What follows belongs to an exercise in optimizing a design on an open flow for small area, a short achievable clock period and few clock cycles; a production flow would make more cautious choices. Function was checked by simulation only, so behaviour that the tests miss may differ from the original. Power and IR drop assume default switching activity.

### flow/design.v
package movegen_pkg;
  typedef logic [5:0] square_t;
  typedef logic [2:0] rank_t;
  typedef logic [2:0] piece_t;
  typedef logic [3:0] pos_data_t;
  typedef logic [9:0] stack_entry_t;
  typedef logic [17:0] uci_move_t;
  typedef logic [255:0] board_t;
  localparam int NUM_SQUARES = 64;
  localparam int COLOUR_BIT = 3;
  localparam int ENTRY_FULL = 9;
  localparam piece_t PIECE_NONE = 3'd0;
  localparam piece_t PIECE_KING = 3'd1;
  localparam piece_t PIECE_KNIGHT = 3'd5;
  localparam int STACK_DEPTH_DEFAULT = 16;
endpackage
module movegen_board_load (
  input  logic                   clk,
  input  logic                   i_rst_n,
  input  logic                   i_pos_valid,
  input  logic                   i_pos_sop,
  input  movegen_pkg::pos_data_t i_pos_data,
  output logic                   o_valid,
  output logic                   o_sop,
  output movegen_pkg::pos_data_t o_data,
  output movegen_pkg::square_t   o_square,
  output movegen_pkg::board_t    o_board
);
  logic                   valid_q;
  logic                   sop_q;
  movegen_pkg::pos_data_t data_q;
  movegen_pkg::board_t    board_q;
  movegen_pkg::square_t   count_q;
  always_ff @(posedge clk or negedge i_rst_n) begin
    if (!i_rst_n) begin
      valid_q <= 1'b0;
    end else begin
      valid_q <= i_pos_valid;
    end
  end
  always_ff @(posedge clk) begin
    sop_q <= i_pos_sop;
    data_q <= i_pos_data;
  end
  always_ff @(posedge clk) begin
    if (valid_q) begin
      board_q <= {data_q, board_q[255:4]};
    end
  end
  assign o_square = sop_q ? movegen_pkg::square_t'(0) : count_q;
  always_ff @(posedge clk) begin
    if (valid_q) begin
      count_q <= movegen_pkg::square_t'(o_square + 1'b1);
    end
  end
  assign o_valid = valid_q;
  assign o_sop = sop_q;
  assign o_data = data_q;
  assign o_board = board_q;
endmodule
module movegen_piece_stack (
  input  logic                   clk,
  input  logic                   i_valid,
  input  logic                   i_sop,
  input  movegen_pkg::pos_data_t i_data,
  input  movegen_pkg::square_t   i_square,
  output logic [1:0][2:0][6:0]   o_list,
  output logic [1:0][1:0]        o_count,
  output logic [1:0]             o_ovf,
  output logic [1:0]             o_first_v,
  output logic [1:0][6:0]        o_first
);
  logic [1:0][2:0][6:0] list_q;
  logic [1:0][1:0]      count_q;
  logic [1:0]           ovf_q;
  logic                 leaper;
  logic [1:0]           hit;
  logic [6:0]           entry;
  assign leaper = i_data[0] & ~i_data[1];
  assign hit[1] = i_valid & leaper & i_data[movegen_pkg::COLOUR_BIT];
  assign hit[0] = i_valid & leaper & ~i_data[movegen_pkg::COLOUR_BIT];
  assign entry = {i_data[2], i_square};
  always_ff @(posedge clk) begin
    for (int c = 0; c < 2; c++) begin
      if (i_valid & i_sop) begin
        count_q[c] <= {1'b0, hit[c]};
        ovf_q[c] <= 1'b0;
      end else if (hit[c]) begin
        if (count_q[c] == 2'd3) begin
          ovf_q[c] <= 1'b1;
        end else begin
          count_q[c] <= count_q[c] + 2'd1;
        end
      end
      if (hit[c]) begin
        list_q[c] <= {list_q[c][1:0], entry};
      end
    end
  end
  assign o_list = list_q;
  assign o_count = count_q;
  assign o_ovf = ovf_q;
  always_comb begin
    for (int c = 0; c < 2; c++) begin
      o_first_v[c] = hit[c] | (count_q[c] != 2'd0);
      o_first[c] = hit[c] ? entry : list_q[c][0];
    end
  end
endmodule
module movegen_leaper_targets (
  input  movegen_pkg::square_t i_square,
  input  logic                 i_knight,
  output logic [7:0]           o_onboard
);
  movegen_pkg::rank_t r;
  movegen_pkg::rank_t f;
  assign r = i_square[5:3];
  assign f = i_square[2:0];
  always_comb begin
    if (i_knight) begin
      o_onboard[0] = (r >= 3'd2) & (f >= 3'd1);
      o_onboard[1] = (r >= 3'd2) & (f <= 3'd6);
      o_onboard[2] = (r >= 3'd1) & (f >= 3'd2);
      o_onboard[3] = (r >= 3'd1) & (f <= 3'd5);
      o_onboard[4] = (r <= 3'd6) & (f >= 3'd2);
      o_onboard[5] = (r <= 3'd6) & (f <= 3'd5);
      o_onboard[6] = (r <= 3'd5) & (f >= 3'd1);
      o_onboard[7] = (r <= 3'd5) & (f <= 3'd6);
    end else begin
      o_onboard[0] = (r >= 3'd1) & (f >= 3'd1);
      o_onboard[1] = (r >= 3'd1);
      o_onboard[2] = (r >= 3'd1) & (f <= 3'd6);
      o_onboard[3] = (f >= 3'd1);
      o_onboard[4] = (f <= 3'd6);
      o_onboard[5] = (r <= 3'd6) & (f >= 3'd1);
      o_onboard[6] = (r <= 3'd6);
      o_onboard[7] = (r <= 3'd6) & (f <= 3'd6);
    end
  end
endmodule
module movegen_dest_scan (
  input  movegen_pkg::square_t i_square,
  input  logic                 i_knight,
  input  logic [7:0]           i_avail,
  output movegen_pkg::square_t o_to,
  output logic [7:0]           o_rest
);
  logic [7:0]         pick;
  movegen_pkg::rank_t r;
  movegen_pkg::rank_t f;
  movegen_pkg::rank_t rm2, rm1, rp1, rp2;
  movegen_pkg::rank_t fm2, fm1, fp1, fp2;
  logic [4:0]         rs;
  logic [4:0]         fs;
  assign pick = i_avail & ~(i_avail - 8'd1);
  assign o_rest = i_avail & ~pick;
  assign r = i_square[5:3];
  assign f = i_square[2:0];
  assign rm2 = r - 3'd2;
  assign rm1 = r - 3'd1;
  assign rp1 = r + 3'd1;
  assign rp2 = r + 3'd2;
  assign fm2 = f - 3'd2;
  assign fm1 = f - 3'd1;
  assign fp1 = f + 3'd1;
  assign fp2 = f + 3'd2;
  always_comb begin
    if (i_knight) begin
      rs = {pick[7] | pick[6], pick[5] | pick[4], 1'b0, pick[3] | pick[2], pick[1] | pick[0]};
      fs = {pick[5] | pick[3], pick[7] | pick[1], 1'b0, pick[6] | pick[0], pick[4] | pick[2]};
    end else begin
      rs = {1'b0, pick[7] | pick[6] | pick[5], pick[4] | pick[3], pick[2] | pick[1] | pick[0], 1'b0};
      fs = {1'b0, pick[7] | pick[4] | pick[2], pick[6] | pick[1], pick[5] | pick[3] | pick[0], 1'b0};
    end
  end
  assign o_to[5:3] = ({3{rs[0]}} & rm2) | ({3{rs[1]}} & rm1) | ({3{rs[2]}} & r) |
                     ({3{rs[3]}} & rp1) | ({3{rs[4]}} & rp2);
  assign o_to[2:0] = ({3{fs[0]}} & fm2) | ({3{fs[1]}} & fm1) | ({3{fs[2]}} & f) |
                     ({3{fs[3]}} & fp1) | ({3{fs[4]}} & fp2);
endmodule
module movegen_uci_out (
  input  logic                   clk,
  input  logic                   i_rst_n,
  input  logic                   i_start,
  input  logic                   i_side,
  input  logic                   i_valid,
  input  logic                   i_fin,
  input  logic                   i_knight,
  input  movegen_pkg::square_t   i_from,
  input  movegen_pkg::square_t   i_to,
  input  movegen_pkg::pos_data_t i_code,
  output logic                   o_uci_valid,
  output movegen_pkg::uci_move_t o_uci_data,
  output logic                   o_uci_sop,
  output logic                   o_uci_eop
);
  logic                   own;
  logic                   mv;
  movegen_pkg::uci_move_t word;
  movegen_pkg::uci_move_t pend_w;
  logic                   pend_v;
  logic                   first;
  logic                   out_pend;
  assign own = (i_code[2:0] != movegen_pkg::PIECE_NONE) &
               (i_code[movegen_pkg::COLOUR_BIT] == i_side);
  assign mv = i_valid & ~own;
  assign word = {i_knight ? movegen_pkg::PIECE_KNIGHT : movegen_pkg::PIECE_KING,
                 i_from, i_code[2:0], i_to};
  assign out_pend = pend_v & (mv | i_fin);
  always_ff @(posedge clk) begin
    if (mv) begin
      pend_w <= word;
    end
    o_uci_data <= pend_w;
  end
  always_ff @(posedge clk or negedge i_rst_n) begin
    if (!i_rst_n) begin
      pend_v <= 1'b0;
      first <= 1'b0;
      o_uci_valid <= 1'b0;
      o_uci_sop <= 1'b0;
      o_uci_eop <= 1'b0;
    end else if (i_start) begin
      pend_v <= 1'b0;
      first <= 1'b1;
      o_uci_valid <= 1'b0;
      o_uci_sop <= 1'b0;
      o_uci_eop <= 1'b0;
    end else begin
      o_uci_valid <= out_pend;
      o_uci_sop <= out_pend & first;
      o_uci_eop <= i_fin;
      if (out_pend) begin
        first <= 1'b0;
      end
      if (mv) begin
        pend_v <= 1'b1;
      end else if (i_fin) begin
        pend_v <= 1'b0;
      end
    end
  end
endmodule
module movegen_top #(
  parameter int STACK_DEPTH = movegen_pkg::STACK_DEPTH_DEFAULT
) (
  input  logic                   clk,
  input  logic                   i_rst_n,
  input  logic                   i_pos_valid,
  input  logic                   i_pos_sop,
  input  movegen_pkg::pos_data_t i_pos_data,
  input  logic                   i_wtp,
  input  logic                   i_start,
  output logic                   o_uci_valid,
  output movegen_pkg::uci_move_t o_uci_data,
  output logic                   o_uci_sop,
  output logic                   o_uci_eop
);
  logic                   ld_valid;
  logic                   ld_sop;
  movegen_pkg::pos_data_t ld_data;
  movegen_pkg::square_t   ld_square;
  movegen_pkg::board_t    board;
  movegen_board_load u_board_load (
    .clk         (clk),
    .i_rst_n     (i_rst_n),
    .i_pos_valid (i_pos_valid),
    .i_pos_sop   (i_pos_sop),
    .i_pos_data  (i_pos_data),
    .o_valid     (ld_valid),
    .o_sop       (ld_sop),
    .o_data      (ld_data),
    .o_square    (ld_square),
    .o_board     (board)
  );
  logic [1:0][2:0][6:0] list;
  logic [1:0][1:0]      count;
  logic [1:0]           ovf;
  logic [1:0]           first_v;
  logic [1:0][6:0]      first;
  movegen_piece_stack u_piece_stack (
    .clk       (clk),
    .i_valid   (ld_valid),
    .i_sop     (ld_sop),
    .i_data    (ld_data),
    .i_square  (ld_square),
    .o_list    (list),
    .o_count   (count),
    .o_ovf     (ovf),
    .o_first_v (first_v),
    .o_first   (first)
  );
  logic                 act;
  logic                 side_q;
  logic                 scan_q;
  logic [1:0]           idx_q;
  logic                 nxt_fresh;
  logic                 nxt_has;
  movegen_pkg::square_t nxt_sq;
  logic                 nxt_kn;
  movegen_pkg::square_t cur_sq;
  logic                 cur_kn;
  logic [7:0]           rem_q;
  logic                 empty_q;
  movegen_pkg::square_t scan_sq;
  logic                 scan_more;
  logic                   d_v;
  logic                   d_probe;
  logic                   d_fin;
  movegen_pkg::square_t   d_to;
  movegen_pkg::square_t   d_from;
  logic                   d_kn;
  logic                   r_v;
  logic                   r_probe;
  logic                   r_fin;
  movegen_pkg::pos_data_t r_code;
  movegen_pkg::square_t   r_to;
  movegen_pkg::square_t   r_from;
  logic                   r_kn;
  logic [2:0][6:0]      side_list;
  logic [1:0]           side_count;
  logic                 side_ovf;
  logic                 nxt_has_c;
  logic [6:0]           nxt_c;
  assign side_list = list[side_q];
  assign side_count = count[side_q];
  assign side_ovf = ovf[side_q];
  assign nxt_c = idx_q[0] ? side_list[2] : side_list[1];
  assign nxt_has_c = ~idx_q[1] & (idx_q[0] ? (side_count == 2'd3) : side_count[1]);
  logic [7:0]           first_ob;
  logic [7:0]           nxt_ob;
  movegen_leaper_targets u_first_targets (
    .i_square  (first[i_wtp][5:0]),
    .i_knight  (first[i_wtp][6]),
    .o_onboard (first_ob)
  );
  movegen_leaper_targets u_nxt_targets (
    .i_square  (nxt_sq),
    .i_knight  (nxt_kn),
    .o_onboard (nxt_ob)
  );
  logic                 use_nxt;
  logic                 take;
  logic                 can;
  logic                 fin;
  logic                 go_scan;
  logic                 hit;
  logic                 s_issue;
  logic                 s_fin;
  movegen_pkg::square_t src_sq;
  logic                 src_kn;
  logic [7:0]           src_av;
  movegen_pkg::square_t to_sq;
  logic [7:0]           rest;
  assign use_nxt = empty_q;
  assign take = act & use_nxt & nxt_fresh & nxt_has;
  assign fin = act & ~scan_q & use_nxt & nxt_fresh & ~nxt_has & ~side_ovf;
  assign go_scan = act & ~scan_q & use_nxt & nxt_fresh & ~nxt_has & side_ovf;
  assign hit = r_probe & r_code[0] & ~r_code[1] & (r_code[movegen_pkg::COLOUR_BIT] == side_q);
  assign s_issue = act & scan_q & use_nxt & ~nxt_has & ~hit & scan_more;
  assign s_fin = act & scan_q & use_nxt & ~nxt_has & ~hit & ~scan_more & ~d_probe;
  assign src_sq = use_nxt ? nxt_sq : cur_sq;
  assign src_kn = use_nxt ? nxt_kn : cur_kn;
  assign src_av = use_nxt ? nxt_ob : rem_q;
  assign can = act & (~use_nxt | take);
  movegen_dest_scan u_dest_scan (
    .i_square (src_sq),
    .i_knight (src_kn),
    .i_avail  (src_av),
    .o_to     (to_sq),
    .o_rest   (rest)
  );
  always_ff @(posedge clk or negedge i_rst_n) begin
    if (!i_rst_n) begin
      act <= 1'b0;
      rem_q <= '0;
      empty_q <= 1'b1;
      nxt_fresh <= 1'b0;
      scan_q <= 1'b0;
    end else if (i_start) begin
      act <= 1'b1;
      rem_q <= first_v[i_wtp] ? first_ob : 8'd0;
      empty_q <= ~first_v[i_wtp];
      nxt_fresh <= 1'b0;
      scan_q <= 1'b0;
    end else begin
      if (fin | s_fin) begin
        act <= 1'b0;
      end
      if (go_scan) begin
        scan_q <= 1'b1;
      end
      if (can) begin
        rem_q <= rest;
        empty_q <= (rest == 8'd0);
      end
      nxt_fresh <= scan_q | ~take;
    end
  end
  always_ff @(posedge clk) begin
    if (i_start) begin
      side_q <= i_wtp;
      idx_q <= 2'd0;
      cur_sq <= first[i_wtp][5:0];
      cur_kn <= first[i_wtp][6];
    end else begin
      if (take) begin
        idx_q <= idx_q + 2'd1;
      end
      if (can) begin
        cur_sq <= src_sq;
        cur_kn <= src_kn;
      end
    end
    if (go_scan) begin
      scan_sq <= cur_sq - 6'd1;
      scan_more <= (cur_sq != 6'd0);
    end else if (scan_q & take) begin
      scan_sq <= nxt_sq - 6'd1;
      scan_more <= (nxt_sq != 6'd0);
    end else if (s_issue) begin
      scan_sq <= scan_sq - 6'd1;
      scan_more <= (scan_sq != 6'd0);
    end
    if (!scan_q) begin
      nxt_has <= nxt_has_c;
      nxt_sq <= nxt_c[5:0];
      nxt_kn <= nxt_c[6];
    end else if (hit) begin
      nxt_has <= 1'b1;
      nxt_sq <= r_to;
      nxt_kn <= r_code[2];
    end else if (take) begin
      nxt_has <= 1'b0;
    end
  end
  always_ff @(posedge clk or negedge i_rst_n) begin
    if (!i_rst_n) begin
      d_v <= 1'b0;
      d_probe <= 1'b0;
      d_fin <= 1'b0;
      r_v <= 1'b0;
      r_probe <= 1'b0;
      r_fin <= 1'b0;
    end else if (i_start) begin
      d_v <= 1'b0;
      d_probe <= 1'b0;
      d_fin <= 1'b0;
      r_v <= 1'b0;
      r_probe <= 1'b0;
      r_fin <= 1'b0;
    end else begin
      d_v <= can;
      d_probe <= s_issue;
      d_fin <= fin | s_fin;
      r_v <= d_v;
      r_probe <= d_probe & ~hit;
      r_fin <= d_fin;
    end
  end
  always_ff @(posedge clk) begin
    d_to <= (scan_q & use_nxt & ~nxt_has) ? scan_sq : to_sq;
    d_from <= src_sq;
    d_kn <= src_kn;
    r_code <= board[{d_to, 2'b00} +: 4];
    r_to <= d_to;
    r_from <= d_from;
    r_kn <= d_kn;
  end
  movegen_uci_out u_uci_out (
    .clk         (clk),
    .i_rst_n     (i_rst_n),
    .i_start     (i_start),
    .i_side      (side_q),
    .i_valid     (r_v),
    .i_fin       (r_fin),
    .i_knight    (r_kn),
    .i_from      (r_from),
    .i_to        (r_to),
    .i_code      (r_code),
    .o_uci_valid (o_uci_valid),
    .o_uci_data  (o_uci_data),
    .o_uci_sop   (o_uci_sop),
    .o_uci_eop   (o_uci_eop)
  );
endmodule
### flow/flow/run.sh
#!/bin/bash
# The standard layout, with timing repair aimed below the clock period: the
# repair steps keep working on any path slower than 9.0 - SETUP_SLACK_MARGIN ns.
# The clock period, constraints and synthesis are the standard flow's own.
set -euo pipefail
export SETUP_SLACK_MARGIN=6.5
bash standard.sh > standard_flow.log 2>&1
### flow/standard.sh
#!/bin/bash
# synth_recipe.tcl (not shown) runs the flow's synth.tcl, then flattens the netlist and writes it again
# the make line also repeats each setting of config.mk as NAME=value (left out here)
make -C /OpenROAD-flow-scripts/flow DESIGN_CONFIG=/design/flow/config.mk WORK_HOME=/design/flow/orfs CLKGATE_MAP_FILE= SYNTH_SCRIPT=/design/flow/synth_recipe.tcl "${@:-finish}"
### flow/config.mk
export PLATFORM = sky130hd
export DESIGN_NAME = movegen_top
export DESIGN_NICKNAME = movegen_top
export VERILOG_FILES = /design/flow/design.v
export SDC_FILE = /design/flow/constraint.sdc
export NUM_CORES = 4
export LEC_CHECK = 0
export CAP_MARGIN = 20
export CORE_MARGIN = 2
export CORE_UTILIZATION = 65
export CTS_CLUSTER_DIAMETER = 100
export CTS_CLUSTER_SIZE = 30
export SLEW_MARGIN = 20
### flow/constraint.sdc
create_clock -name core_clock -period 9.0 [get_ports {clk}]
set_input_delay 1.8000 -clock core_clock [delete_from_list [all_inputs] [get_ports {clk}]]
set_output_delay 1.8000 -clock core_clock [all_outputs]
set_load 0.01 [all_outputs]
==> metrics.md, run 1 <==
| Metric | Value |
|---|---|
| GR Util All Layers | `0.248` |
| Clk Latency, worst-skew pair | `530 ps` |
| Max-slew violation count | `0` |
| Mapped Avg Cell Area | `17.9 um^2` |
| Req. time, crit path | `7200 ps` |
| Worst reg2reg path startpoint | `empty_q$_DFFE_PN1P_` |
| Dpl ws | `5000 ps` |
| CP Capture Type | `output pin` |
| IO Pins | `31` |
| Crit path from | `u_uci_out.o_uci_eop$_DFF_PN0_` |
| Layout cells sized above 1 | `0.298` |
| DR DRC count | `0` |
| Synth area leaders | `edfxtp_1 62%, mux4_2 12%, dfxtp_1 6.8%` |
| RePlAce Congestion | `0.916` |
| Kind of critical path | `reg -> out` |
| Hold Path Cell Cnt | `0` |
| Clock Sinks | `426` |
| Clock share of power | `0.220` |
| Final Cycle Share | `0.315` |
| CP Max Fanout | `1` |
| Largest area contributor in the netlist | `edfxtp_1` |
| Clock Skew | `18.0 ps` |
| Startpoint class of the critical path | `flip-flop` |
| FF-to-FF setup slack | `6440 ps` |
| DRT Wirelength | `33,500 um` |
| Maximum achievable frequency | `0.353 GHz` |
| Hold-fix buffers, CTS | `0` |
| FF-to-FF path depth | `7` |
| Part of the power in combinational logic | `0.228` |
| Least-Margin Pin Slew | `966 ps` |
| Dominant synthesized flop cell | `edfxtp_1` |
| Lkg Pwr | `0.00662 uW` |
| Sequential share of the synthesized area | `0.720` |
| PwrDens | `233 nW/um^2` |
| Pre-Repair DR Iteration Count | `5` |
| Synth unique cells | `83` |
| CTS tree | `yes` |
| DP HPWL | `19,800 um` |
| Die area | `27,200 um^2` |
| Area fraction of the dominant cell type after synthesis | `0.616` |
| Crit path cell chain | `buf_2` |
| Layout fillers | `1,450` |
| Synth Register Bits | `426` |
| Yosys warns | `6` |
| Layout Cells excl Fill | `1,353` |
| Worst r2r dst | `d_to[2]$_DFF_P_` |
| Post-synth EDFFs | `345` |
| Post-Syn Area | `16,800 um^2` |
| Unrepaired setup endpoints after global routing | `true` |
| Initial antenna violation count | `1` |
| Slowest CP cell | `dfrtp_1` |
| Initial DRC count | `998` |
| GRT overflow | `0` |
| Crit path time final | `2840 ps` |
| Worst-path clk slew | `110 ps` |
| Setup ws final | `6160 ps` |
| CTS Buffer Depth | `3` |
| Via count | `8,776` |
| # rows | `58` |
| Setup tns final | `0 ps` |
| Delay of the slowest critical-path stage | `370 ps` |
| Chip Height | `165 um` |
| Design internal power | `3260 uW` |
| Critical path endpoint | `o_uci_eop` |
| WP buf/inv | `1` |
| Critical path's top delay family | `flip-flops` |
| Async S/R FF share, synth | `0.0563` |
| DR WL/cell | `24.8 um` |
| CTS Buf Count | `18` |
| First-pass GRT wire length | `50,500 um` |
| Hold Fails Final Rpt | `0` |
| Run status | `no timing/DRC/antenna violations` |
| Final Setup Violations | `0` |
| Final #Nets | `1,030` |
| Starting Density | `0.666` |
| Root buffer cell | `clkbuf_16` |
| P_sw | `1180 uW` |
| CP arrival | `1040 ps` |
| Hold Crit Class | `reg -> reg` |
| Slew HR | `0.356` |
| Critical path depth in cells | `1` |
| Die W | `165 um` |
| Inst Count DP | `1,261` |
| Core area | `25,300 um^2` |
| WHS | `336 ps` |
| Synthesis-to-layout area growth | `13.4%` |
| Seq pwr share | `0.552` |
| H-tree levels | `1` |
| Remaining antenna violation count | `0` |
| Avg Vias per Cell | `6.49` |
| Largest net degree at the start of global routing | `101` |
| Max cap viols | `0` |
| Vias in the first global route | `8,721` |
| VDD IR max | `0.000223 V` |
| Port-buffer cells | `28` |
| Sw Ratio | `0.266` |
| Synth Net Count | `957` |
| Post-synthesis cell count | `937` |
| Final core occ | `0.755` |
-- worst register-to-register path: stages (launching register included) --
cell       delay (ps)
dfstp_4           660
buf_12            170
mux2i_1           470
inv_1             200
ha_1              260
xnor2_1           140
a2111oi_2         400
a31oi_1           130
-- per-stage QoR --
step	power (uW)	instance area [um^2]
after floorplan	3100	16900
after global placement	3320	17400
after detailed placement	3350	17400
after CTS	4390	18500
after global routing	4590	19100
final	4440	19100
-- how the worst min path moves through the flow --
stage	from	to
floorplan	d_from[0]$_DFF_P_	r_from[0]$_DFF_P_
global placement	d_from[5]$_DFF_P_	r_from[5]$_DFF_P_
detailed placement	d_from[4]$_DFF_P_	r_from[4]$_DFF_P_
CTS	d_from[2]$_DFF_P_	r_from[2]$_DFF_P_
global route	d_from[5]$_DFF_P_	r_from[5]$_DFF_P_
finish	d_from[2]$_DFF_P_	r_from[2]$_DFF_P_
-- cell families (layout without fill, tap and decap cells) --
kind of cell	after synthesis	in the layout	share of synthesized area
flops	426	426	0.720
simple gates	176	176	0.0527
mux	132	132	0.147
compound gates	106	106	0.0460
buf+inv	68	153	0.0177
xor+xnor	16	16	0.00834
fa+ha+maj	11	11	0.00804
other cells	2	3	0.000447
-- synth_stat cells, types with 4 or more instances --
| cell | count |
|---|---|
| edfxtp_1 | 345 |
| mux4_2 | 91 |
| nand2_1 | 60 |
| dfxtp_1 | 57 |
| nor2_1 | 39 |
| mux2i_1 | 37 |
| a21oi_1 | 25 |
| o21ai_0 | 24 |
| dfrtp_1 | 23 |
| inv_1 | 23 |
| clkbuf_1 | 16 |
| buf_2 | 15 |
| nand3_1 | 12 |
| ha_1 | 10 |
| nor2b_1 | 10 |
| nor3_1 | 10 |
| xnor2_1 | 9 |
| xor2_1 | 7 |
| and2_1 | 6 |
| or2_2 | 6 |
| a221o_1 | 5 |
| a31oi_1 | 5 |
| and3_1 | 5 |
| buf_1 | 5 |
| o21ai_1 | 5 |
| a211oi_1 | 4 |
| buf_4 | 4 |
| mux2_2 | 4 |
| nand2b_1 | 4 |
-- cell usage in the layout, fill, tap and decap left out, types with 8 or more instances in the layout --
master	instances
a21oi_1	22
buf_2	8
buf_4	48
buf_6	14
clkbuf_1	11
clkbuf_16	20
dfrtp_1	22
dfxtp_1	43
dfxtp_2	13
edfxtp_1	345
ha_1	10
inv_1	21
mux2i_1	25
mux2i_4	9
mux4_2	91
nand2_1	58
nand3_1	10
nor2_1	35
nor2b_1	10
o21ai_0	17
o21ai_1	10
xnor2_1	8
-- flip-flops by register name, indices dropped and copies added, names as in the netlist, 2 cells and up --
signal,flops
r_from,6
d_to,6
u_piece_stack.count_q,4
u_uci_out.pend_w,16
d_from,6
cur_sq,6
u_board_load.board_q,256
u_piece_stack.list_q,42
u_piece_stack.ovf_q,2
idx_q,2
u_uci_out.o_uci_data,16
scan_sq,6
rem_q,8
r_to,6
nxt_sq,6
u_board_load.count_q,6
r_code,4
u_board_load.data_q,4
-- metal layers --
layer / wire length, um / GRT usage
met3: 2410 / 0.0445
met2: 16400 / 0.399
met4: 587 / 0.0482
met1: 14100 / 0.368
met5: 13 / 0
-- power by group through the flow --
stage          Clock (uW)  Sequential, uW  Combinational, uW
2_1_floorplan           0            2420                684
3_3_place_gp            0            2530                794
3_5_place_dp            0            2540                806
4_1_cts               998            2450                933
5_1_grt              1050            2470               1070
6_report              977            2450               1010
-- cell type report --
type / count / area [um^2] / area share
antenna: 1 / 2.50 / 0.000131
clock buffer: 30 / 517 / 0.0271
inverter: 26 / 151 / 0.00795
timing repair buffer: 94 / 967 / 0.0508
tap: 330 / 413 / 0.0217
clock inverter: 2 / 27.5 / 0.00144
multi-input combinational: 443 / 4840 / 0.254
timing repair inverter: 1 / 8.76 / 0.000460
sequential: 426 / 12100 / 0.637
-- what timing repair did --
action,in CTS,in global routing
buffers inserted,32,24
endpoints found under the setup margin,247,49
cloned,1,2
resized for setup,140,65
pin swaps,5,16
Testbench counts, summed over its fixed seeds: cycles 29,871.
==> inputs of run 2 (changes only) <==
--- a/flow/design.v
+++ b/flow/design.v
@@ -198,5 +198,6 @@
   logic                   mv;
   movegen_pkg::uci_move_t word;
-  movegen_pkg::uci_move_t pend_w;
+  logic [15:0]            pend_w;
+  logic [15:0]            out_w;
   logic                   pend_v;
   logic                   first;
@@ -210,8 +211,9 @@
   always_ff @(posedge clk) begin
     if (mv) begin
-      pend_w <= word;
+      pend_w <= {word[17], word[14:0]};
     end
-    o_uci_data <= pend_w;
+    out_w <= pend_w;
   end
+  assign o_uci_data = {out_w[15], 2'b01, out_w[14:0]};
   always_ff @(posedge clk or negedge i_rst_n) begin
     if (!i_rst_n) begin
--- a/flow/config.mk
+++ b/flow/config.mk
@@ -9,5 +9,5 @@
 export CORE_MARGIN = 2
 export CORE_UTILIZATION = 65
-export CTS_CLUSTER_DIAMETER = 100
-export CTS_CLUSTER_SIZE = 30
+export CTS_CLUSTER_DIAMETER = 80
+export CTS_CLUSTER_SIZE = 24
 export SLEW_MARGIN = 20
==> metrics.md, run 2 <==
| Metric | Value |
|---|---|
| CTS tree | `yes` |
| Layout cells sized above 1 | `0.270 (-0.0282)` |
| Max cap viols | `0 (unchanged)` |
| Hold Fails Final Rpt | `0 (unchanged)` |
| Final Setup Violations | `0 (unchanged)` |
| Starting Density | `0.664 (-0.00149)` |
| Startpoint class of the critical path | `flip-flop` |
| Die area | `27,100 um^2 (-0.22%)` |
| Synth Net Count | `969 (+1.3%)` |
| Mapped Avg Cell Area | `17.7 um^2 (-1.5%)` |
| Yosys warns | `6 (unchanged)` |
| Clk Latency, worst-skew pair | `520 ps (about the same)` |
| Via count | `8,770 (-0.068%)` |
| FF-to-FF path depth | `9 (+2)` |
| DP HPWL | `19,800 um (-0.29%)` |
| Dominant synthesized flop cell | `edfxtp_1` |
| Tot Pwr | `4490 uW (+1.2%)` |
| Maximum achievable frequency | `0.354 GHz (+0.42%)` |
| Lkg Pwr | `0.00655 uW (-1.2%)` |
| Crit path cell chain | `buf_6` |
| Hold Path Cell Cnt | `0 (unchanged)` |
| Final #Nets | `1,042 (+1.2%)` |
| Biggest regs | `u_board_load.board_q x256, u_piece_stack.list_q x42` |
| CP Capture Type | `output pin` |
| Initial DRC count | `912 (-8.6%)` |
| Post-Syn Area | `16,800 um^2 (-0.22%)` |
| GR Util All Layers | `0.247 (-0.00128)` |
| Worst-path clk slew | `90 ps (-20 ps)` |
| Unrepaired setup endpoints after global routing | `true` |
| Synthesis-to-layout area growth | `12.3%` |
| Remaining antenna violation count | `0 (unchanged)` |
| Area occupied by registers | `12,100 um^2 (about the same)` |
| Ant. Diodes | `0 (-1)` |
| Avg Vias per Cell | `6.42 (-1.0%)` |
| Clock Skew | `11.6 ps (-6.43 ps)` |
| Setup tns final | `0 ps (unchanged)` |
| Vias in the first global route | `8,737 (+0.18%)` |
| Hold Crit Class | `reg -> reg` |
| Worst r2r dst | `d_to[3]$_DFF_P_` |
| Commonest non-fill, non-tap cells in the layout | `345 x edfxtp_1, 91 x mux4_2, 63 x nand2_1` |
| Area of the multi-input gates | `4680 um^2 (-3.2%)` |
| H-tree levels | `1 (unchanged)` |
| RePlAce Congestion | `0.890 (-2.8%)` |
| VDD IR max | `0.000224 V (+0.16%)` |
| Largest net degree at the start of global routing | `215 (+110%)` |
| Initial antenna violation count | `1 (unchanged)` |
| DR DRC count | `0 (unchanged)` |
| Post-synth top cells | `345 x edfxtp_1, 91 x mux4_2, 64 x nand2_1` |
| Kind of critical path | `reg -> out` |
| IO Pins | `31 (unchanged)` |
| Core area | `25,300 um^2 (unchanged)` |
| Sequential share of the synthesized area | `0.722 (+0.00161)` |
| # rows | `58 (unchanged)` |
| DR WL/cell | `24.0 um (-3.0%)` |
| Least-Margin Pin Slew | `1130 ps (+167 ps)` |
| Worst reg2reg path startpoint | `nxt_sq[1]$_DFFE_PP_` |
| Slew HR | `0.245 (-0.111)` |
| Count leader, synth | `edfxtp_1` |
| Req. time, crit path | `7200 ps (about the same)` |
| FF-to-FF setup slack | `6500 ps (+60 ps)` |
| Max-slew violation count | `0 (unchanged)` |
| Async S/R FF share, synth | `0.0563 (unchanged)` |
| Delay of the slowest critical-path stage | `390 ps (+20 ps)` |
| Area fraction of the dominant cell type after synthesis | `0.618 (+0.00138)` |
| Critical path endpoint | `o_uci_eop` |
| Root buffer cell | `clkbuf_16` |
| Port-buffer cells | `28 (unchanged)` |
| Biggest register | `u_board_load.board_q` |
| Synth unique cells | `75 (-9.6%)` |
| Synth Register Bits | `426 (unchanged)` |
| CTS Buffer Depth | `3 (unchanged)` |
| Run status | `no timing/DRC/antenna violations` |
| Die W | `165 um (-0.11%)` |
| CTS Buf Count | `21 (+3)` |
| Largest area contributor in the netlist | `edfxtp_1` |
| Pre-Repair DR Iteration Count | `6 (+1)` |
| WP buf/inv | `1 (unchanged)` |
| GRT overflow | `0 (unchanged)` |
| First-pass GRT wire length | `50,400 um (about the same)` |
| Clock Sinks | `426 (unchanged)` |
| Crit path time final | `2820 ps (-11.9 ps)` |
| Critical path depth in cells | `1 (unchanged)` |
| Synth area leaders | `edfxtp_1 62%, mux4_2 12%, dfxtp_1 6.8%` |
| Critical path's top delay family | `flip-flops` |
| Max FFs per register | `256 (unchanged)` |
| CP Max Fanout | `1 (unchanged)` |
| DRT Wirelength | `32,800 um (-2.1%)` |
| CP arrival | `1020 ps (-20 ps)` |
| Crit path from | `u_uci_out.o_uci_eop$_DFF_PN0_` |
| Chip Height | `165 um (-0.11%)` |
| Final Cycle Share | `0.314 (-0.00132)` |
| Slowest CP cell | `dfrtp_1` |
| Post-synthesis cell count | `949 (+1.3%)` |
| Post-synth EDFFs | `345 (unchanged)` |
| PwrDens | `238 nW/um^2 (+2.3%)` |
| Commonest non-fill, non-tap cell in the layout | `edfxtp_1` |
| Layout fillers | `1,467 (+1.2%)` |
run 2: cell families after synthesis:
group | Yosys count | synth area share
DFF | 426 | 0.722
xor gates and xnor gates | 15 | 0.00783
buffers and inverters | 70 | 0.0180
other | 2 | 0.000448
adders and majority gates | 11 | 0.00806
and+or+nand+nor | 179 | 0.0513
AOI/OAI and AO/OA | 117 | 0.0471
muxes | 129 | 0.146
run 2: stage by stage:
| stage | cell area [um^2] | hold WS (ps) | setup slack (ps) | std cells | util |
|---|---|---|---|---|---|
| finish | 18800 | 333 | 6180 | 1366 | 0.746 |
| global route | 18800 | 347 | 6120 | 1366 | 0.746 |
| CTS | 18400 | 336 | 6150 | 1344 | 0.730 |
| detailed placement | 17400 | 316 | 5220 | 1269 | 0.688 |
| global placement | 17400 | 312 | 5250 | 1269 | 0.688 |
| floorplan | 16900 | 310 | 4990 | 949 | - |
run 2: how the worst min path moves through the flow:
stage | startpoint | end | slack [ps]
4_1_cts | d_kn$_DFF_P_ | r_kn$_DFF_P_ | 340
2_1_floorplan | d_from[0]$_DFF_P_ | r_from[0]$_DFF_P_ | 310
3_5_place_dp | d_from[1]$_DFF_P_ | r_from[1]$_DFF_P_ | 320
5_1_grt | d_from[3]$_DFF_P_ | r_from[3]$_DFF_P_ | 350
3_3_place_gp | d_kn$_DFF_P_ | r_kn$_DFF_P_ | 310
6_report | d_kn$_DFF_P_ | r_kn$_DFF_P_ | 330
run 2: power breakdown:
part           internal (uW)  switching, uW  leakage, uW
Sequential              2310            152      0.00413
Combinational            552            469      0.00214
Clock                    446            565     0.000281
run 2: repair_timing:
action,4_1_cts,5_1_grt
buffers inserted,36,20
endpoints found under the setup margin,68,49
pin swaps,6,15
resized for setup,131,47
cloned,2,2
hold buffers,0,0
run 2: final cells by class:
cell class	instances	share of cell area
clock inverter	1	0.000465
sequential	426	0.644
timing repair buffer	95	0.0481
clock buffer	36	0.0309
tap	330	0.0219
multi-input combinational	453	0.248
inverter	24	0.00618
timing repair inverter	1	0.000332
run 2: per-layer routing:
layer	GRT usage	routed length (um)
met2	0.384	15800
met4	0.0542	728
met3	0.0316	1930
met1	0.384	14400
met5	0	19
Testbench counts of run 2, summed over its fixed seeds: cycles 29,871.
==> inputs of run 3 (changes only) <==
--- a/flow/design.v
+++ b/flow/design.v
@@ -27,34 +27,20 @@
   output movegen_pkg::board_t    o_board
 );
-  logic                   valid_q;
-  logic                   sop_q;
-  movegen_pkg::pos_data_t data_q;
   movegen_pkg::board_t    board_q;
   movegen_pkg::square_t   count_q;
-  always_ff @(posedge clk or negedge i_rst_n) begin
-    if (!i_rst_n) begin
-      valid_q <= 1'b0;
-    end else begin
-      valid_q <= i_pos_valid;
-    end
-  end
-  always_ff @(posedge clk) begin
-    sop_q <= i_pos_sop;
-    data_q <= i_pos_data;
-  end
   always_ff @(posedge clk) begin
-    if (valid_q) begin
-      board_q <= {data_q, board_q[255:4]};
+    if (i_pos_valid) begin
+      board_q <= {i_pos_data, board_q[255:4]};
     end
   end
-  assign o_square = sop_q ? movegen_pkg::square_t'(0) : count_q;
+  assign o_square = i_pos_sop ? movegen_pkg::square_t'(0) : count_q;
   always_ff @(posedge clk) begin
-    if (valid_q) begin
+    if (i_pos_valid) begin
       count_q <= movegen_pkg::square_t'(o_square + 1'b1);
     end
   end
-  assign o_valid = valid_q;
-  assign o_sop = sop_q;
-  assign o_data = data_q;
+  assign o_valid = i_pos_valid;
+  assign o_sop = i_pos_sop;
+  assign o_data = i_pos_data;
   assign o_board = board_q;
 endmodule
@@ -103,6 +89,6 @@
   always_comb begin
     for (int c = 0; c < 2; c++) begin
-      o_first_v[c] = hit[c] | (count_q[c] != 2'd0);
-      o_first[c] = hit[c] ? entry : list_q[c][0];
+      o_first_v[c] = (count_q[c] != 2'd0);
+      o_first[c] = list_q[c][0];
     end
   end
--- a/flow/flow/run.sh
+++ b/flow/flow/run.sh
@@ -4,4 +4,4 @@
 # The clock period, constraints and synthesis are the standard flow's own.
 set -euo pipefail
-export SETUP_SLACK_MARGIN=6.5
+export SETUP_SLACK_MARGIN=6.25
 bash standard.sh > standard_flow.log 2>&1
==> metrics.md, run 3 <==
| Metric | Value |
|---|---|
| Setup tns final | `0 ps (unchanged)` |
| Initial antenna violation count | `0 (-1)` |
| Area fraction of the dominant cell type after synthesis | `0.631 (+0.0134)` |
| Synth area leaders | `edfxtp_1 63%, mux4_2 12%, dfxtp_1 6.3%` |
| Maximum achievable frequency | `0.351 GHz (-0.95%)` |
| Count leader, synth | `edfxtp_1` |
| GRT overflow | `0 (unchanged)` |
| Post-synthesis cell count | `922 (-2.8%)` |
| Sequential share of the synthesized area | `0.730 (+0.00800)` |
| Biggest register | `u_board_load.board_q` |
| Req. time, crit path | `7200 ps (about the same)` |
| Hold Crit Class | `reg -> reg` |
| Slew HR | `0.379 (+0.134)` |
| CP Max Fanout | `1 (unchanged)` |
| Slowest CP cell | `dfrtp_1` |
| Commonest non-fill, non-tap cell in the layout | `edfxtp_1` |
| Initial DRC count | `942 (+3.3%)` |
| Unrepaired setup endpoints after global routing | `true` |
| Max cap viols | `0 (unchanged)` |
| Post-synth top cells | `345 x edfxtp_1, 91 x mux4_2, 55 x nand2_1` |
| Final #Nets | `979 (-6.0%)` |
| Yosys warns | `6 (unchanged)` |
| Clock Skew | `19.2 ps (+7.60 ps)` |
| Post-Synth XOR/XNOR Area | `0.00854 (+0.000703)` |
| RePlAce Congestion | `0.878 (-1.3%)` |
| Crit path cell chain | `buf_2` |
| Hold Fails Final Rpt | `0 (unchanged)` |
| Root buffer cell | `clkbuf_16` |
| Die W | `163 um (-1.0%)` |
| CTS Buf Count | `21 (unchanged)` |
| Lkg Pwr | `0.00621 uW (-5.2%)` |
| CP arrival | `1050 ps (+30 ps)` |
| DP HPWL | `18,800 um (-5.0%)` |
| Biggest regs | `u_board_load.board_q x256, u_piece_stack.list_q x42` |
| Post-synthesis simple-gate area fraction | `0.0511 (-0.000261)` |
| Largest net degree at the start of global routing | `108 (-50%)` |
| Delay of the slowest critical-path stage | `380 ps (about the same)` |
| CTS Buffer Depth | `3 (unchanged)` |
| Layout cells sized above 1 | `0.213 (-0.0573)` |
| First-pass GRT wire length | `48,200 um (-4.3%)` |
| Async S/R FF share, synth | `0.0548 (-0.00158)` |
| Post-synthesis mux area share | `0.143 (-0.00226)` |
| Largest area contributor in the netlist | `edfxtp_1` |
| VDD IR max | `0.000170 V (-24%)` |
| Chip Height | `163 um (-1.0%)` |
| Kind of critical path | `reg -> out` |
| Synthesis-to-layout area growth | `9.11%` |
| CTS tree | `yes` |
| PwrDens | `243 nW/um^2 (+2.0%)` |
| Dpl ws | `4920 ps (-300 ps)` |
| WP buf/inv | `1 (unchanged)` |
| Remaining antenna violation count | `0 (unchanged)` |
| DR DRC count | `0 (unchanged)` |
| Final Cycle Share | `0.317 (+0.00302)` |
| Via count | `8,316 (-5.2%)` |
| Mapped Avg Cell Area | `17.8 um^2 (+0.75%)` |
| Core area | `25,000 um^2 (-1.1%)` |
| H-tree levels | `1 (unchanged)` |
| Dominant synthesized flop cell | `edfxtp_1` |
| Crit path time final | `2850 ps (+27.2 ps)` |
| Hold-fix buffers, CTS | `0 (unchanged)` |
| Avg Vias per Cell | `6.39 (-0.52%)` |
| Compound-Gate Fraction of Synth Area | `0.0415 (-0.00561)` |
| Worst-path clk slew | `100 ps (about the same)` |
| Pre-Repair DR Iteration Count | `5 (-1)` |
| Main combinational cell family by area after synthesis | `multiplexers` |
| Port-buffer cells | `28 (unchanged)` |
| Setup ws final | `6150 ps (-27.2 ps)` |
| Max-slew violation count | `0 (unchanged)` |
| Clk Latency, worst-skew pair | `540 ps (+20 ps)` |
| CP Capture Type | `output pin` |
| IO Pins | `31 (unchanged)` |
| Startpoint class of the critical path | `flip-flop` |
| DR WL/cell | `23.5 um (-2.3%)` |
| Critical path's top delay family | `flip-flops` |
| Die area | `26,500 um^2 (-2.1%)` |
| # rows | `58 (unchanged)` |
| Post-synth EDFFs | `345 (unchanged)` |
| Max FFs per register | `256 (unchanged)` |
| Post-Syn Area | `16,400 um^2 (-2.1%)` |
| Vias in the first global route | `8,322 (-4.7%)` |
| Run status | `no timing/DRC/antenna violations` |
| Synth unique cells | `64 (-15%)` |
| Least-Margin Pin Slew | `931 ps (-201 ps)` |
| DRT Wirelength | `30,600 um (-6.9%)` |
| Starting Density | `0.658 (-0.00651)` |
| Clock Sinks | `420 (-1.4%)` |
| Adder-cell share of the synthesized area | `0.00831 (+0.000251)` |
| GR Util All Layers | `0.238 (-0.00843)` |
| Final Setup Violations | `0 (unchanged)` |
| Ant. Diodes | `0 (unchanged)` |
| Synth Net Count | `942 (-2.8%)` |
| Synth Register Bits | `420 (-1.4%)` |
| Commonest non-fill, non-tap cells in the layout | `345 x edfxtp_1, 91 x mux4_2, 53 x nor2_1` |
-- run 3: power breakdown --
part | total [uW] | switching [uW] | leakage, uW | internal [uW]
clock network | 1020 | 570 | 0.000291 | 453
logic | 930 | 436 | 0.00184 | 494
registers | 2400 | 129 | 0.00407 | 2280
-- run 3: stage by stage --
| step | cell area, um^2 | power (uW) | utilization | std cells | hold WS, ps |
|---|---|---|---|---|---|
| after floorplan | 16500 | 3070 | - | 922 | 310 |
| after global placement | 17000 | 3320 | 0.681 | 1243 | 311 |
| after detailed placement | 17000 | 3340 | 0.681 | 1243 | 312 |
| after CTS | 17700 | 4370 | 0.710 | 1290 | 332 |
| after global routing | 17900 | 4530 | 0.717 | 1302 | 337 |
| final | 17900 | 4360 | 0.717 | 1302 | 331 |
-- run 3: area by class of cell --
cell class                 count  area (um^2)
clock buffer                  34          584
clock inverter                 2         20.0
fill                        1601         7050
inverter                      20         78.8
multi-input combinational    438         4280
sequential                   420        12000
tap                          330          413
timing repair buffer          57          539
timing repair inverter         1         7.51
-- run 3: kinds of logic (layout without fill, tap and decap cells) --
group           Yosys count  count (layout)
simple gates            179             180
buf+inv                  65             114
compound gates          108             108
mux                     121             121
other cells               2               2
flops                   420             420
fa+ha+maj                11              11
xor+xnor                 16              16
-- run 3: metal layers --
metal	GRT usage	vias to the layer above	share of wire
li1	-	3676	-
met1	0.376	4304	0.44
met2	0.366	299	0.48
met3	0.0313	37	0.056
met4	0.0519	0	0.016
met5	0	-	0
-- run 3: what timing repair did --
action | 4_1_cts | 5_1_grt
pin swaps | 2 | 0
buffers inserted | 9 | 10
gates resized for setup | 109 | 26
endpoints found under the setup margin | 270 | 237
cloned | 2 | 2
-- run 3: worst paths after layout --
check | from | endpoint | slack (ps) | depth (start not counted)
worst max register to register | empty_q$_DFFE_PN1P_ | d_to[1]$_DFF_P_ | 6340 | 8
min in group asynchronous | i_rst_n | rem_q[3]$_DFFE_PN0P_ | 1250 | 1
max in group asynchronous | i_rst_n | rem_q[6]$_DFFE_PN0P_ | 7370 | 1
worst min register to register | d_from[4]$_DFF_P_ | r_from[4]$_DFF_P_ | 330 | 0
worst min-delay path | d_from[4]$_DFF_P_ | r_from[4]$_DFF_P_ | 330 | 0
worst max-delay path | u_uci_out.o_uci_sop$_DFF_PN0_ | o_uci_sop | 6150 | 1
Testbench counts of run 3, summed over its fixed seeds: cycles 29,871.
==> inputs of run 4 (changes only) <==
--- a/flow/flow/run.sh
+++ b/flow/flow/run.sh
@@ -4,4 +4,4 @@
 # The clock period, constraints and synthesis are the standard flow's own.
 set -euo pipefail
-export SETUP_SLACK_MARGIN=6.25
+export SETUP_SLACK_MARGIN=6.5
 bash standard.sh > standard_flow.log 2>&1
==> metrics.md, run 4 <==
| Metric | Value |
|---|---|
| Lkg Pwr | `0.00634 uW (+2.1%)` |
| Hold Fails Final Rpt | `0 (unchanged)` |
| Area fraction of the dominant cell type after synthesis | `0.631 (unchanged)` |
| DP HPWL | `19,100 um (+1.7%)` |
| Grt met3 use | `0.0390 (+0.00764)` |
| GR met2 Demand/Resource | `0.377 (+0.0110)` |
| Pre-Repair DR Iteration Count | `5 (unchanged)` |
| GRT overflow | `0 (unchanged)` |
| # rows | `58 (unchanged)` |
| Commonest non-fill, non-tap cells in the layout | `345 x edfxtp_1, 91 x mux4_2, 51 x nand2_1, 51 x nor2_1, 43 x dfxtp_1` |
| Final #Nets | `996 (+1.7%)` |
| Max FFs per register | `256 (unchanged)` |
| Run status | `no timing/DRC/antenna violations` |
| WHS | `332 ps (+0.697 ps)` |
| Max-slew violation count | `0 (unchanged)` |
| Layout cells sized above 1 | `0.259 (+0.0464)` |
| CP Capture Type | `output pin` |
| Largest net degree at the start of global routing | `97 (-10%)` |
| Least-Margin Pin Slew | `794 ps (-137 ps)` |
| Unrepaired setup endpoints after global routing | `true` |
| Setup tns final | `0 ps (unchanged)` |
| Post-Syn Area | `16,400 um^2 (unchanged)` |
| Maximum achievable frequency | `0.351 GHz (about the same)` |
| Count leader, synth | `edfxtp_1` |
| Synth Register Bits | `420 (unchanged)` |
| Slowest CP cell | `dfrtp_1` |
| Initial antenna violation count | `0 (unchanged)` |
| RePlAce Congestion | `0.874 (-0.54%)` |
| Starting Density | `0.658 (unchanged)` |
| Delay of the slowest critical-path stage | `370 ps (about the same)` |
| Hold Crit Class | `reg -> reg` |
| Yosys warns | `6 (unchanged)` |
| Ant. Diodes | `0 (unchanged)` |
| Biggest regs | `u_board_load.board_q x256, u_piece_stack.list_q x42` |
| CTS Buffer Depth | `3 (unchanged)` |
| Port-buffer cells | `28 (unchanged)` |
| Dominant synthesized flop cell | `edfxtp_1` |
| DR DRC count | `0 (unchanged)` |
| CTS Buf Count | `21 (unchanged)` |
| PwrDens | `240 nW/um^2 (-1.4%)` |
| CP Max Fanout | `1 (unchanged)` |
| Synthesis-to-layout area growth | `11.4%` |
| Max cap viols | `0 (unchanged)` |
| Slew HR | `0.471 (+0.0913)` |
| Avg Vias per Cell | `6.42 (+0.51%)` |
| Final Cell Area | `18,300 um^2 (+2.1%)` |
| Startpoint class of the critical path | `flip-flop` |
| Placement Cell Area | `17,000 um^2 (+0.24%)` |
| Tot Pwr | `4380 uW (+0.58%)` |
| Commonest non-fill, non-tap cell in the layout | `edfxtp_1` |
| Biggest register | `u_board_load.board_q` |
| Worst-path clk slew | `90 ps (about the same)` |
| H-tree levels | `1 (unchanged)` |
| Synth area leaders | `edfxtp_1 63%, mux4_2 12%, dfxtp_1 6.3%` |
| Clock Sinks | `420 (unchanged)` |
| Hold-fix buffers, CTS | `0 (unchanged)` |
| Post-synth top cells | `345 x edfxtp_1, 91 x mux4_2, 55 x nand2_1` |
| Initial DRC count | `1,060 (+13%)` |
| Final Cycle Share | `0.317 (about the same)` |
| Core area | `25,000 um^2 (unchanged)` |
| WP buf/inv | `1 (unchanged)` |
| CTS tree | `yes` |
| Synth unique cells | `64 (unchanged)` |
| GR Util All Layers | `0.241 (+0.00304)` |
| Clk Latency, worst-skew pair | `550 ps (about the same)` |
| Clock Skew | `34.5 ps (+15.3 ps)` |
| DR WL/cell | `23.8 um (+1.2%)` |
| GR peak layer | `met2` |
| CP arrival | `1050 ps (about the same)` |
| Root buffer cell | `clkbuf_16` |
| Layout Cells excl Fill | `1,321 (+1.5%)` |
| Vias in the first global route | `8,276 (-0.55%)` |
| Kind of critical path | `reg -> out` |
| DRT Wirelength | `31,400 um (+2.6%)` |
| Final Setup Violations | `0 (unchanged)` |
| Via count | `8,480 (+2.0%)` |
| Critical path's top delay family | `flip-flops` |
| Post-synthesis cell count | `922 (unchanged)` |
| Crit path time final | `2850 ps (-0.810 ps)` |
| First-pass GRT wire length | `48,400 um (+0.34%)` |
| Req. time, crit path | `7200 ps (about the same)` |
| Chip Height | `163 um (unchanged)` |
| Remaining antenna violation count | `0 (unchanged)` |
| VDD IR max | `0.000220 V (+29%)` |
| Mapped Avg Cell Area | `17.8 um^2 (unchanged)` |
| Die area | `26,500 um^2 (unchanged)` |
| Sequential share of the synthesized area | `0.730 (unchanged)` |
| Synth Net Count | `942 (unchanged)` |
| IO Pins | `31 (unchanged)` |
| Largest area contributor in the netlist | `edfxtp_1` |
| Post-synth EDFFs | `345 (unchanged)` |
| Crit path cell chain | `buf_2` |
| Async S/R FF share, synth | `0.0548 (unchanged)` |
| Die W | `163 um (unchanged)` |
| GR Util met1 | `0.371 (-0.00489)` |
| Inst Count DP | `1,240 (-0.24%)` |
## run 4: cell types whose count changed in the layout (fill, tap and decap cells not counted), moves of 3 or more
cell	before	now
a21oi_2	0	6
buf_4	20	29
buf_12	2	6
dfxtp_1	46	43
dfxtp_2	5	8
a21oi_1	42	36
## run 4: final cells by class
class / instances / area (um^2)
well taps: 330 / 413
fillers: 1499 / 6690
clock inverters: 3 / 23.8
clock buffers: 35 / 578
repair inverters: 2 / 12.5
multi-input cells: 438 / 4450
repair buffers: 73 / 719
flip-flops and latches: 420 / 12000
inverters: 20 / 85.1
## run 4: per-layer routing
| layer | vias up | share of wire |
|---|---|---|
| met5 | - | 0 |
| met2 | 297 | 0.49 |
| met3 | 42 | 0.069 |
| li1 | 3732 | - |
| met1 | 4409 | 0.43 |
| met4 | 0 | 0.019 |
## run 4: worst paths after layout
check,cells past startpoint,startpoint,slack [ps],end
hold / removal,0,d_from[1]$_DFF_P_,330,r_from[1]$_DFF_P_
hold reg to reg,0,d_from[1]$_DFF_P_,330,r_from[1]$_DFF_P_
setup / recovery,1,u_uci_out.o_uci_sop$_DFF_PN0_,6150,o_uci_sop
max in group asynchronous,1,i_rst_n,7400,scan_q$_DFFE_PN0P_
min in group asynchronous,1,i_rst_n,1220,rem_q[2]$_DFFE_PN0P_
setup reg to reg,9,empty_q$_DFFE_PN1P_,6530,d_to[0]$_DFF_P_
## run 4: logic make-up (layout without fill, tap and decap cells)
| logic type | Yosys count | in the layout | share of synthesized area |
|---|---|---|---|
| mux | 121 | 121 | 0.143 |
| xor+xnor | 16 | 16 | 0.00854 |
| compound gates | 108 | 108 | 0.0415 |
| other cells | 2 | 2 | 0.000458 |
| fa+ha+maj | 11 | 11 | 0.00831 |
| buf+inv | 65 | 133 | 0.0172 |
| flops | 420 | 420 | 0.730 |
| simple gates | 179 | 180 | 0.0511 |
## run 4: timing repair
action,4_1_cts,5_1_grt
setup buffers,19,19
resized for setup,142,38
gates cloned,4,1
endpoints found under the setup margin,336,73
pin swaps,6,11
## run 4: per-stage QoR
| stage | utilization | setup slack [ps] |
|---|---|---|
| 6_report | 0.732 | 6150 |
| 5_1_grt | 0.732 | 6120 |
| 4_1_cts | 0.721 | 6130 |
| 3_5_place_dp | 0.683 | 4870 |
| 3_3_place_gp | 0.683 | 5010 |
| 2_1_floorplan | - | 6110 |
## run 4: where the power goes
part | total, uW | switching [uW] | internal (uW) | leakage (uW)
combinational | 924 | 413 | 512 | 0.00197
clock | 1020 | 575 | 448 | 0.000289
sequential | 2440 | 160 | 2280 | 0.00407
==> inputs of run 5 (changes only) <==
--- a/flow/flow/run.sh
+++ b/flow/flow/run.sh
@@ -4,4 +4,4 @@
 # The clock period, constraints and synthesis are the standard flow's own.
 set -euo pipefail
-export SETUP_SLACK_MARGIN=6.5
+export SETUP_SLACK_MARGIN=6.35
 bash standard.sh > standard_flow.log 2>&1
--- a/flow/config.mk
+++ b/flow/config.mk
@@ -8,5 +8,5 @@
 export CAP_MARGIN = 20
 export CORE_MARGIN = 2
-export CORE_UTILIZATION = 65
+export CORE_UTILIZATION = 60
 export CTS_CLUSTER_DIAMETER = 80
 export CTS_CLUSTER_SIZE = 24
==> metrics.md, run 5 <==
| Metric | Value |
|---|---|
| Hold Fails Final Rpt | `0 (unchanged)` |
| FF-to-FF path depth | `9 (unchanged)` |
| CTS Buffer Depth | `3 (unchanged)` |
| Synthesis-to-layout area growth | `10.0%` |
| Slowest CP cell | `dfrtp_1` |
| CP arrival | `1030 ps (-20 ps)` |
| Area fraction of the dominant cell type after synthesis | `0.631 (unchanged)` |
| Async S/R FF share, synth | `0.0548 (unchanged)` |
| Critical path's top delay family | `flip-flops` |
| Run status | `no timing/DRC/antenna violations` |
| Clock Sinks | `420 (unchanged)` |
| Largest net degree at the start of global routing | `69 (-29%)` |
| Clk Latency, worst-skew pair | `530 ps (-20 ps)` |
| Initial DRC count | `731 (-31%)` |
| Hold Path Cell Cnt | `0 (unchanged)` |
| Crit path cell chain | `buf_2` |
| Met3 wire length | `1470 um (-32%)` |
| Sequential share of the synthesized area | `0.730 (unchanged)` |
| Hold-fix buffers, CTS | `0 (unchanged)` |
| Req. time, crit path | `7200 ps (about the same)` |
| DRT Wirelength | `30,200 um (-3.8%)` |
| Startpoint class of the critical path | `flip-flop` |
| Hold Crit Class | `reg -> reg` |
| Least-Margin Pin Slew | `963 ps (+169 ps)` |
| CTS tree | `yes` |
| Post-synth top cells | `345 x edfxtp_1, 91 x mux4_2, 55 x nand2_1` |
| Layout cells sized above 1 | `0.225 (-0.0343)` |
| Starting Density | `0.611 (-0.0468)` |
| Maximum achievable frequency | `0.353 GHz (+0.69%)` |
| Max cap viols | `0 (unchanged)` |
| IO Pins | `31 (unchanged)` |
| Synth area leaders | `edfxtp_1 63%, mux4_2 12%, dfxtp_1 6.3%` |
| Critical path depth in cells | `1 (unchanged)` |
| Largest area contributor in the netlist | `edfxtp_1` |
| # rows | `60 (+3.4%)` |
| Worst-path clk slew | `90 ps (about the same)` |
| Tot Pwr | `4360 uW (-0.45%)` |
| DP HPWL | `18,800 um (-1.7%)` |
| Unrepaired setup endpoints after global routing | `true` |
| Mapped Avg Cell Area | `17.8 um^2 (unchanged)` |
| Remaining antenna violation count | `0 (unchanged)` |
| DR WL/cell | `23.0 um (-3.2%)` |
| CTS Buf Count | `21 (unchanged)` |
| Pre-Repair DR Iteration Count | `4 (-1)` |
| Post-Syn Area | `16,400 um^2 (unchanged)` |
| Clock Skew | `18.3 ps (-16.2 ps)` |
| Max-slew violation count | `0 (unchanged)` |
| VDD IR max | `0.000139 V (-37%)` |
| Met1 WL | `14,000 um (+4.8%)` |
| Synth unique cells | `64 (unchanged)` |
| H-tree levels | `1 (unchanged)` |
| CP Max Fanout | `1 (unchanged)` |
| Initial antenna violation count | `0 (unchanged)` |
| RePlAce Congestion | `0.878 (+0.45%)` |
| GRT overflow | `0 (unchanged)` |
| Lkg Pwr | `0.00625 uW (-1.3%)` |
| Dominant synthesized flop cell | `edfxtp_1` |
| Via count | `8,285 (-2.3%)` |
| Final Setup Violations | `0 (unchanged)` |
| Synth Net Count | `942 (unchanged)` |
| Post-synthesis cell count | `922 (unchanged)` |
| Synth Register Bits | `420 (unchanged)` |
| GR Util All Layers | `0.215 (-0.0260)` |
| CP Capture Type | `output pin` |
| Highest metal used | `met4` |
| Chip Height | `169 um (+4.0%)` |
| Delay of the slowest critical-path stage | `370 ps (about the same)` |
| Met2 WL | `14,200 um (-7.2%)` |
| Die W | `169 um (+4.0%)` |
| Die area | `28,700 um^2 (+8.1%)` |
| Setup tns final | `0 ps (unchanged)` |
| Root buffer cell | `clkbuf_16` |
| Commonest non-fill, non-tap cell in the layout | `edfxtp_1` |
| Count leader, synth | `edfxtp_1` |
| WP buf/inv | `1 (unchanged)` |
| Ant. Diodes | `0 (unchanged)` |
| Final #Nets | `978 (-1.8%)` |
| Core area | `26,900 um^2 (+7.7%)` |
| Avg Vias per Cell | `6.31 (-1.8%)` |
| First-pass GRT wire length | `47,400 um (-2.1%)` |
| Max FFs per register | `256 (unchanged)` |
| Final Cycle Share | `0.315 (-0.00217)` |
| Vias in the first global route | `8,140 (-1.6%)` |
| Port-buffer cells | `28 (unchanged)` |
| Crit path time final | `2830 ps (-19.6 ps)` |
| Yosys warns | `6 (unchanged)` |
| Commonest non-fill, non-tap cells in the layout | `345 x edfxtp_1, 91 x mux4_2, 51 x nand2_1, 51 x nor2_1, 44 x dfxtp_1` |
| Biggest regs | `u_board_load.board_q x256, u_piece_stack.list_q x42` |
| Biggest register | `u_board_load.board_q` |
| DR DRC count | `0 (unchanged)` |
| Slew HR | `0.358 (-0.112)` |
| PwrDens | `242 nW/um^2 (+0.74%)` |
| Kind of critical path | `reg -> out` |
| Post-synth EDFFs | `345 (unchanged)` |
[run 5: changes by cell type in the layout (fill, tap and decap cells not counted), sizes merged]
cell / change
inv: -1
buf: -15
clkdlybuf4s15: -2
clkinvlp: -2
clkinv: +1
clkbuf: -3
dlygate4sd2: +2
clkdlybuf4s50: +1
bufbuf: +1
[run 5: cell type report]
type	count	area, um^2
flip-flops and latches	420	12000
fillers	1809	8810
multi-input cells	438	4330
repair buffers	56	619
clock buffers	36	582
well taps	341	427
inverters	20	78.8
clock inverters	2	25.0
repair inverters	1	7.51
[run 5: timing repair]
item	CTS	global route
pin swaps	3	0
gates resized for setup	127	23
buffers inserted	17	0
cloned	5	0
setup endpoints to repair	246	74
[run 5: path summary, 6_finish.rpt]
path                            slack (ps)                   end                       startpoint
worst max-delay path                  6170           o_uci_valid  u_uci_out.o_uci_valid$_DFF_PN0_
worst min-delay path                   330     r_from[2]$_DFF_P_                d_from[2]$_DFF_P_
worst max register to register        6380       d_to[2]$_DFF_P_              empty_q$_DFFE_PN1P_
worst min register to register         330     r_from[2]$_DFF_P_                d_from[2]$_DFF_P_
max in group asynchronous             7390   empty_q$_DFFE_PN1P_                          i_rst_n
min in group asynchronous             1240  rem_q[2]$_DFFE_PN0P_                          i_rst_n
[run 5: logic make-up after synthesis]
kind of cell             count (synthesis)  synth area share
flip-flops                             420             0.730
XOR/XNOR                                16           0.00854
other                                    2          0.000458
AND/OR/NAND/NOR                        179            0.0511
buffers and inverters                   65            0.0172
AO/OA/AOI/OAI                          108            0.0415
multiplexers                           121             0.143
adder cells (fa/ha/maj)                 11           0.00831
[run 5: stage by stage]
stage	instances	setup slack [ps]	instance area [um^2]	hold WS, ps	utilization
after detailed placement	1254	4370	17100	312	0.634
final	1314	6170	18100	331	0.672
after floorplan	922	6100	16500	310	-
after CTS	1314	6140	18000	333	0.669
after global placement	1254	4560	17100	311	0.634
after global routing	1314	6110	18100	341	0.672
[run 5: where the power goes]
group,total [uW],switching (uW),internal [uW]
clock,1020,568,450
sequential,2390,110,2270
combinational,961,450,511
[run 5: metal layers]
layer | track usage | vias to the layer above
met4 | 0.0431 | 0
met1 | 0.337 | 4314
met2 | 0.332 | 243
li1 | - | 3683
met3 | 0.0308 | 45
met5 | 0 | -
==> inputs of run 6 (changes only) <==
--- a/flow/config.mk
+++ b/flow/config.mk
@@ -8,6 +8,7 @@
 export CAP_MARGIN = 20
 export CORE_MARGIN = 2
-export CORE_UTILIZATION = 60
+export CORE_UTILIZATION = 65
 export CTS_CLUSTER_DIAMETER = 80
 export CTS_CLUSTER_SIZE = 24
+export PLACE_DENSITY = 0.8
 export SLEW_MARGIN = 20
==> metrics.md, run 6 <==
| Metric | Value |
|---|---|
| Via count | `8,345 (+0.72%)` |
| Biggest register | `u_board_load.board_q` |
| Setup tns final | `0 ps (unchanged)` |
| RePlAce Congestion | `0.922 (+5.1%)` |
| # rows | `58 (-3.3%)` |
| Die area | `26,500 um^2 (-7.5%)` |
| Final Setup Violations | `0 (unchanged)` |
| Least-Margin Pin Slew | `1120 ps (+160 ps)` |
| DR WL/cell | `23.2 um (+0.90%)` |
| Chip Height | `163 um (-3.8%)` |
| Synth Net Count | `942 (unchanged)` |
| Tot Pwr | `4410 uW (+1.0%)` |
| GRT overflow | `0 (unchanged)` |
| Final Cycle Share | `0.313 (-0.00162)` |
| Biggest regs | `u_board_load.board_q x256, u_piece_stack.list_q x42` |
| Async S/R FF share, synth | `0.0548 (unchanged)` |
| Count leader, synth | `edfxtp_1` |
| Mapped Avg Cell Area | `17.8 um^2 (unchanged)` |
| Clock Sinks | `420 (unchanged)` |
| Critical path depth in cells | `1 (unchanged)` |
| Largest net degree at the start of global routing | `91 (+32%)` |
| H-tree levels | `1 (unchanged)` |
| CP Capture Type | `output pin` |
| FF-to-FF setup slack | `6430 ps (+50 ps)` |
| Slowest CP cell | `dfrtp_1` |
| Ant. Diodes | `0 (unchanged)` |
| Run status | `no timing/DRC/antenna violations` |
| Largest area contributor in the netlist | `edfxtp_1` |
| DP HPWL | `18,200 um (-3.1%)` |
| DR DRC count | `0 (unchanged)` |
| Post-synth top cells | `345 x edfxtp_1, 91 x mux4_2, 55 x nand2_1` |
| Max-slew violation count | `0 (unchanged)` |
| Worst-path clk slew | `90 ps (about the same)` |
| Maximum achievable frequency | `0.355 GHz (+0.52%)` |
| Commonest non-fill, non-tap cell in the layout | `edfxtp_1` |
| Critical path's top delay family | `flip-flops` |
| First-pass GRT wire length | `47,700 um (+0.71%)` |
| Starting Density | `0.658 (+0.0468)` |
| Slew HR | `0.251 (-0.108)` |
| Max FFs per register | `256 (unchanged)` |
| Hold Fails Final Rpt | `0 (unchanged)` |
| CTS tree | `yes` |
| Synth unique cells | `64 (unchanged)` |
| Worst reg2reg path startpoint | `empty_q$_DFFE_PN1P_` |
| Delay of the slowest critical-path stage | `360 ps (about the same)` |
| Req. time, crit path | `7200 ps (about the same)` |
| Kind of critical path | `reg -> out` |
| CP arrival | `1020 ps (about the same)` |
| Final #Nets | `982 (+0.41%)` |
| Crit path from | `u_uci_out.o_uci_eop$_DFF_PN0_` |
| Die W | `163 um (-3.8%)` |
| Area fraction of the dominant cell type after synthesis | `0.631 (unchanged)` |
| Unrepaired setup endpoints after global routing | `true` |
| CTS Buffer Depth | `3 (unchanged)` |
| Initial DRC count | `979 (+34%)` |
| Crit path cell chain | `buf_2` |
| Synth area leaders | `edfxtp_1 63%, mux4_2 12%, dfxtp_1 6.3%` |
| Hold Crit Class | `reg -> reg` |
| Remaining antenna violation count | `0 (unchanged)` |
| Clock Skew | `26.4 ps (+8.04 ps)` |
| DRT Wirelength | `30,300 um (+0.37%)` |
| Avg Vias per Cell | `6.38 (+1.3%)` |
| Startpoint class of the critical path | `flip-flop` |
| Pre-Repair DR Iteration Count | `5 (+1)` |
| Vias in the first global route | `8,251 (+1.4%)` |
| Max cap viols | `0 (unchanged)` |
| Clk Latency, worst-skew pair | `540 ps (about the same)` |
| WP buf/inv | `1 (unchanged)` |
| PwrDens | `245 nW/um^2 (+1.3%)` |
| Crit path time final | `2820 ps (-14.6 ps)` |
| Synth Register Bits | `420 (unchanged)` |
## run 6: stage by stage
step	worst slack (ps)	hold WS, ps	area (um^2)	instances
finish	6180	332	18000	1307
global route	6150	343	18000	1307
CTS	6170	333	17900	1297
detailed placement	5020	312	17000	1242
global placement	5050	311	17000	1242
floorplan	6100	310	16500	922
## run 6: logic make-up (layout without fill, tap and decap cells)
| logic type | count (synthesis) | after routing | synth area share |
|---|---|---|---|
| DFF | 420 | 420 | 0.730 |
| and+or+nand+nor | 179 | 180 | 0.0511 |
| muxes | 121 | 121 | 0.143 |
| AOI/OAI and AO/OA | 108 | 108 | 0.0415 |
| buffers and inverters | 65 | 119 | 0.0172 |
| xor gates and xnor gates | 16 | 16 | 0.00854 |
| adders and majority gates | 11 | 11 | 0.00831 |
| other | 2 | 2 | 0.000458 |
## run 6: worst min path at each step
stage                     depth (start not counted)              start                end
after global placement                            0  d_from[3]$_DFF_P_  r_from[3]$_DFF_P_
after CTS                                         0  d_from[0]$_DFF_P_  r_from[0]$_DFF_P_
final                                             0  d_from[5]$_DFF_P_  r_from[5]$_DFF_P_
after detailed placement                          0  d_from[0]$_DFF_P_  r_from[0]$_DFF_P_
after global routing                              0  d_from[5]$_DFF_P_  r_from[5]$_DFF_P_
after floorplan                                   0  d_from[0]$_DFF_P_  r_from[0]$_DFF_P_
## run 6: timing repair
action | CTS | global route
endpoints found under the setup margin | 277 | 41
gates resized for setup | 121 | 14
hold buffers | 0 | 0
cloned | 3 | 0
buffers inserted | 14 | 10
pin swaps | 2 | 1
## run 6: layer usage
| metal | vias up | routed length, um | track usage |
|---|---|---|---|
| li1 | 3695 | - | - |
| met1 | 4256 | 13000 | 0.367 |
| met2 | 344 | 14600 | 0.374 |
| met3 | 50 | 2150 | 0.0303 |
| met4 | 0 | 574 | 0.0507 |
| met5 | - | 0 | 0 |
## run 6: layout make-up
| type | instances | area, um^2 |
|---|---|---|
| Clock buffer | 35 | 578 |
| Sequential cell | 420 | 12000 |
| Tap cell | 330 | 413 |
| Inverter | 20 | 78.8 |
| Timing Repair inverter | 1 | 7.51 |
| Multi-Input combinational cell | 438 | 4330 |
| Clock inverter | 3 | 47.5 |
| Timing Repair Buffer | 60 | 574 |
| Fill cell | 1495 | 6950 |
## run 6: power by group
| part | switching [uW] | internal (uW) |
|---|---|---|
| Clock | 575 | 477 |
| Sequential | 136 | 2280 |
| Combinational | 431 | 514 |
| Total | 1140 | 3270 |

Setup slack of run 6, layout unchanged: 6.183 ns with ideal ports, 6.133 ns with driving cells assumed (clock clkbuf_16, inputs buf_2), 5.796 ns with port delays also shifted by the 0.578 ns mid clock arrival.
